Source: an optimization exercise on an open RTL-to-GDS flow (aim: small area). Production flows keep margins and buffers that such runs may drop. Only simulation tests tie the RTL to the original design; equivalence was not proved.

==> inputs of v9 <==
==> flow/design.v <==
package pkg_hd_bundle;
  localparam int unsigned CounterWidth = 8;
  typedef enum logic [1:0] {StIdle, StAccum, StOutput} state_e;
  typedef logic [CounterWidth-1:0] counter_t;
  function automatic logic [31:0] max_samples(input logic [31:0] cw);
    max_samples = (32'd1 << cw) - 32'd1;
  endfunction
  function automatic logic majority(input logic [31:0] ones, input logic [31:0] n,
                                    input logic tiebit);
    logic [32:0] twice;
    twice = {ones, 1'b0};
    if (twice > {1'b0, n}) majority = 1'b1;
    else if (twice == {1'b0, n}) majority = tiebit;
    else majority = 1'b0;
  endfunction
endpackage
module hd_bit_counter
#(
  parameter int unsigned COUNTER_WIDTH = 8
) (
  input  logic                     clk_i,
  input  logic                     rst_i,
  input  logic                     clear_i,
  input  logic                     inc_i,
  input  logic                     restart_i,
  input  logic                     bit_i,
  input  logic [COUNTER_WIDTH-1:0] n_next_i,
  input  logic                     tie_i,
  output logic                     maj_o
);
  localparam logic [COUNTER_WIDTH-1:0] OnesMax = '1;
  logic [COUNTER_WIDTH-1:0] ones_q, ones_d, ones_upd;
  always_comb begin
    if (restart_i) begin
      ones_upd = COUNTER_WIDTH'(bit_i);
    end else if (ones_q == OnesMax) begin
      ones_upd = ones_q;
    end else begin
      ones_upd = ones_q + COUNTER_WIDTH'(bit_i);
    end
    ones_d = ones_q;
    if (clear_i) begin
      ones_d = '0;
    end else if (inc_i) begin
      ones_d = ones_upd;
    end
    maj_o = pkg_hd_bundle::majority(32'(ones_upd), 32'(n_next_i), tie_i);
  end
  always_ff @(posedge clk_i or posedge rst_i) begin
    if (rst_i) begin
      ones_q <= '0;
    end else begin
      ones_q <= ones_d;
    end
  end
endmodule
module hd_bundle_accumulator
#(
  parameter int unsigned VECTOR_WIDTH  = 256,
  parameter int unsigned COUNTER_WIDTH = 8
) (
  input  logic                     clk_i,
  input  logic                     rst_i,
  input  logic                     clear_i,
  input  logic                     valid_i,
  output logic                     ready_o,
  input  logic [VECTOR_WIDTH-1:0]  hv_i,
  input  logic                     last_i,
  output logic                     valid_o,
  input  logic                     ready_i,
  output logic [VECTOR_WIDTH-1:0]  hv_o,
  output logic [COUNTER_WIDTH-1:0] count_o
);
  localparam logic [COUNTER_WIDTH-1:0] MaxSamples = COUNTER_WIDTH'(pkg_hd_bundle::max_samples(COUNTER_WIDTH));
  localparam logic [COUNTER_WIDTH-1:0] One        = COUNTER_WIDTH'(1);
  pkg_hd_bundle::state_e                   state_q, state_d;
  logic [COUNTER_WIDTH-1:0] n_q, n_d, n_upd;
  logic [COUNTER_WIDTH-1:0] count_q, count_d;
  logic [VECTOR_WIDTH-1:0]  hv_q, hv_d;
  logic [VECTOR_WIDTH-1:0]  maj, tie;
  logic                     accept, restart, close;
  assign ready_o = !clear_i && (state_q != pkg_hd_bundle::StOutput);
  assign valid_o = (state_q == pkg_hd_bundle::StOutput);
  assign hv_o    = hv_q;
  assign count_o = count_q;
  assign accept  = valid_i && ready_o;
  assign restart = (state_q == pkg_hd_bundle::StIdle);
  assign n_upd   = restart ? One : n_q + One;
  assign close   = accept && (last_i || (n_upd == MaxSamples));
  for (genvar g = 0; g < VECTOR_WIDTH; g++) begin : g_bit
    hd_bit_counter #(
      .COUNTER_WIDTH(COUNTER_WIDTH)
    ) u_bit_counter (
      .clk_i    (clk_i),
      .rst_i    (rst_i),
      .clear_i  (clear_i),
      .inc_i    (accept),
      .restart_i(restart),
      .bit_i    (hv_i[g]),
      .n_next_i (n_upd),
      .tie_i    (tie[g]),
      .maj_o    (maj[g])
    );
  end
  assign tie = '0;
  always_comb begin
    state_d = state_q;
    n_d     = n_q;
    hv_d    = hv_q;
    count_d = count_q;
    if (clear_i) begin
      state_d = pkg_hd_bundle::StIdle;
      n_d     = '0;
    end else begin
      unique case (state_q)
        pkg_hd_bundle::StIdle, pkg_hd_bundle::StAccum: begin
          if (accept) begin
            n_d     = n_upd;
            state_d = pkg_hd_bundle::StAccum;
            if (close) begin
              state_d = pkg_hd_bundle::StOutput;
              hv_d    = maj;
              count_d = n_upd;
            end
          end
        end
        pkg_hd_bundle::StOutput: begin
          if (ready_i) state_d = pkg_hd_bundle::StIdle;
        end
        default: state_d = pkg_hd_bundle::StIdle;
      endcase
    end
  end
  always_ff @(posedge clk_i or posedge rst_i) begin
    if (rst_i) begin
      state_q <= pkg_hd_bundle::StIdle;
      n_q     <= '0;
      hv_q    <= '0;
      count_q <= '0;
    end else begin
      state_q <= state_d;
      n_q     <= n_d;
      hv_q    <= hv_d;
      count_q <= count_d;
    end
  end
endmodule
==> flow/run.sh <==
#!/bin/bash
# synth_recipe.tcl (not shown) runs the flow's synth.tcl, then flattens the netlist and writes it again
# the make line also repeats each setting of config.mk as NAME=value (left out here)
make -C /OpenROAD-flow-scripts/flow DESIGN_CONFIG=/design/flow/config.mk WORK_HOME=/design/flow/orfs CLKGATE_MAP_FILE= SYNTH_SCRIPT=/design/flow/synth_recipe.tcl finish
==> flow/config.mk <==
export PLATFORM = sky130hd
export DESIGN_NAME = hd_bundle_accumulator
export DESIGN_NICKNAME = hd_bundle_accumulator
export VERILOG_FILES = /design/flow/design.v
export SDC_FILE = /design/flow/constraint.sdc
export NUM_CORES = 4
export LEC_CHECK = 0
export CAP_MARGIN = 20
export CORE_MARGIN = 2
export CORE_UTILIZATION = 45
export SLEW_MARGIN = 20
==> flow/constraint.sdc <==
create_clock -name core_clock -period 8.0 [get_ports {clk_i}]
set_input_delay 1.6000 -clock core_clock [delete_from_list [all_inputs] [get_ports {clk_i}]]
set_output_delay 1.6000 -clock core_clock [all_outputs]
set_load 0.01 [all_outputs]
==> v28: changes against v9 <==
==> flow/design.v (replaced) <==
package pkg_hd_bundle;
  localparam int unsigned CounterWidth = 8;
endpackage
module hd_bit_counter
#(
  parameter int unsigned COUNTER_WIDTH = 8
) (
  input  logic clk_i,
  input  logic inc_i,       
  input  logic restart_i,   
  input  logic odd_i,       
  input  logic par_i,       
  input  logic bit_i,
  output logic maj_o
);
  logic [COUNTER_WIDTH-1:0] h_q, h_d, h_cur;
  logic [COUNTER_WIDTH:0]   carry;
  assign carry[0] = bit_i ^ odd_i;
  for (genvar i = 0; i < COUNTER_WIDTH; i++) begin : g_bit
    assign h_cur[i]   = h_q[i] | restart_i;
    assign carry[i+1] = carry[i] & h_cur[i];
    assign h_d[i]     = h_cur[i] ^ (inc_i & !carry[i]);
  end
  always_ff @(posedge clk_i) begin
    h_q <= h_d;
  end
  assign maj_o = !(h_q[COUNTER_WIDTH-1] ^ par_i);
endmodule
module hd_bundle_accumulator
#(
  parameter int unsigned VECTOR_WIDTH  = 256,
  parameter int unsigned COUNTER_WIDTH = 8
) (
  input  logic                     clk_i,
  input  logic                     rst_i,
  input  logic                     clear_i,
  input  logic                     valid_i,
  output logic                     ready_o,
  input  logic [VECTOR_WIDTH-1:0]  hv_i,
  input  logic                     last_i,
  output logic                     valid_o,
  input  logic                     ready_i,
  output logic [VECTOR_WIDTH-1:0]  hv_o,
  output logic [COUNTER_WIDTH-1:0] count_o
);
  logic                     out_q, run_q;
  logic [COUNTER_WIDTH-1:0] n_q, n_upd;
  logic                     accept, restart, close, odd;
  assign ready_o = !clear_i && !out_q;
  assign valid_o = out_q;
  assign count_o = n_q;
  assign accept  = valid_i && ready_o;
  assign restart = !run_q && !out_q;
  assign odd     = run_q && n_q[0];
  assign n_upd   = run_q ? n_q + 1'b1 : COUNTER_WIDTH'(1);
  assign close   = last_i || (&n_upd);
  for (genvar g = 0; g < VECTOR_WIDTH; g++) begin : g_bit
    hd_bit_counter #(
      .COUNTER_WIDTH(COUNTER_WIDTH)
    ) u_bit_counter (
      .clk_i    (clk_i),
      .inc_i    (accept),
      .restart_i(restart),
      .odd_i    (odd),
      .par_i    (n_q[0]),
      .bit_i    (hv_i[g]),
      .maj_o    (hv_o[g])
    );
  end
  always_ff @(posedge clk_i) begin
    if (accept) n_q <= n_upd;
  end
  always_ff @(posedge clk_i or posedge rst_i) begin
    if (rst_i) begin
      out_q <= 1'b0;
      run_q <= 1'b0;
    end else if (clear_i) begin
      out_q <= 1'b0;
      run_q <= 1'b0;
    end else if (out_q) begin
      if (ready_i) out_q <= 1'b0;
    end else if (accept) begin
      out_q <= close;
      run_q <= !close;
    end
  end
endmodule
ABC_AREA = 1   (was unset)
CORE_UTILIZATION = 60   (was 45)
==> results.yml <==
run_status:
  status: "no timing/DRC/antenna violations"
place:
  routabilityCongestion: 0.8254
critical_path:
  regToRegSetupSlack_ns: 3.24
  crit_top_cell: "buf_4"
final_layout:
  regArea_sq_mm: 0.05811
clock_tree:
  cts_made_buffers: 302
  htreeDepth: 5
synth:
  synth_most_common_cell: "dfrtp_1"
(the above is from v9)
==> results.yml <==
run_status:
  status: "no timing/DRC/antenna violations"
global_routing:
  overflow: 0
synth:
  synth_most_common_cell: "nand2_1"
  synth.area.mux_share_pct: 0
critical_path:
  cp-start-kind: "flip-flop"
place:
  routabilityCongestion: 0.7639
clock_tree:
  htreeDepth: 4
final_layout:
  regArea_sq_mm: 0.04129
(the above is from v28)

-- static timing again, ports no longer ideal --
The flow's constraints put no driver on any port. The routed layouts listed below were extracted and timed again, unchanged, in two steps.
Step 1 assumes that a clkbuf_16 drives the clock port and a buf_2 every other input.
Step 2 also shifts input and output timing later by t, the mid clock arrival at the registers, as if the neighbouring blocks saw the same clock.
a / b / c = ideal / step 1 / step 2; a / b = the first two.
run	t (ns)	setup WS [ns]	worst hold slack (ns)	latest minus earliest clock arrival (ns)	slew at the worst register clock pin (ns)
v9	1.038	3.239 / 3.239 / 2.863	0.482 / 0.482 / 0.482	0.049 / 0.049	0.06 / 0.06
v28	0.910	2.762 / 2.676 / 3.340	0.510 / 0.510 / 0.510	0.026 / 0.026	0.06 / 0.06
After both steps setup and hold are still met in every run listed. For v9, which loses most, drivers alone change the setup slack by 0.000 ns; drivers and shift together by -0.376 ns.
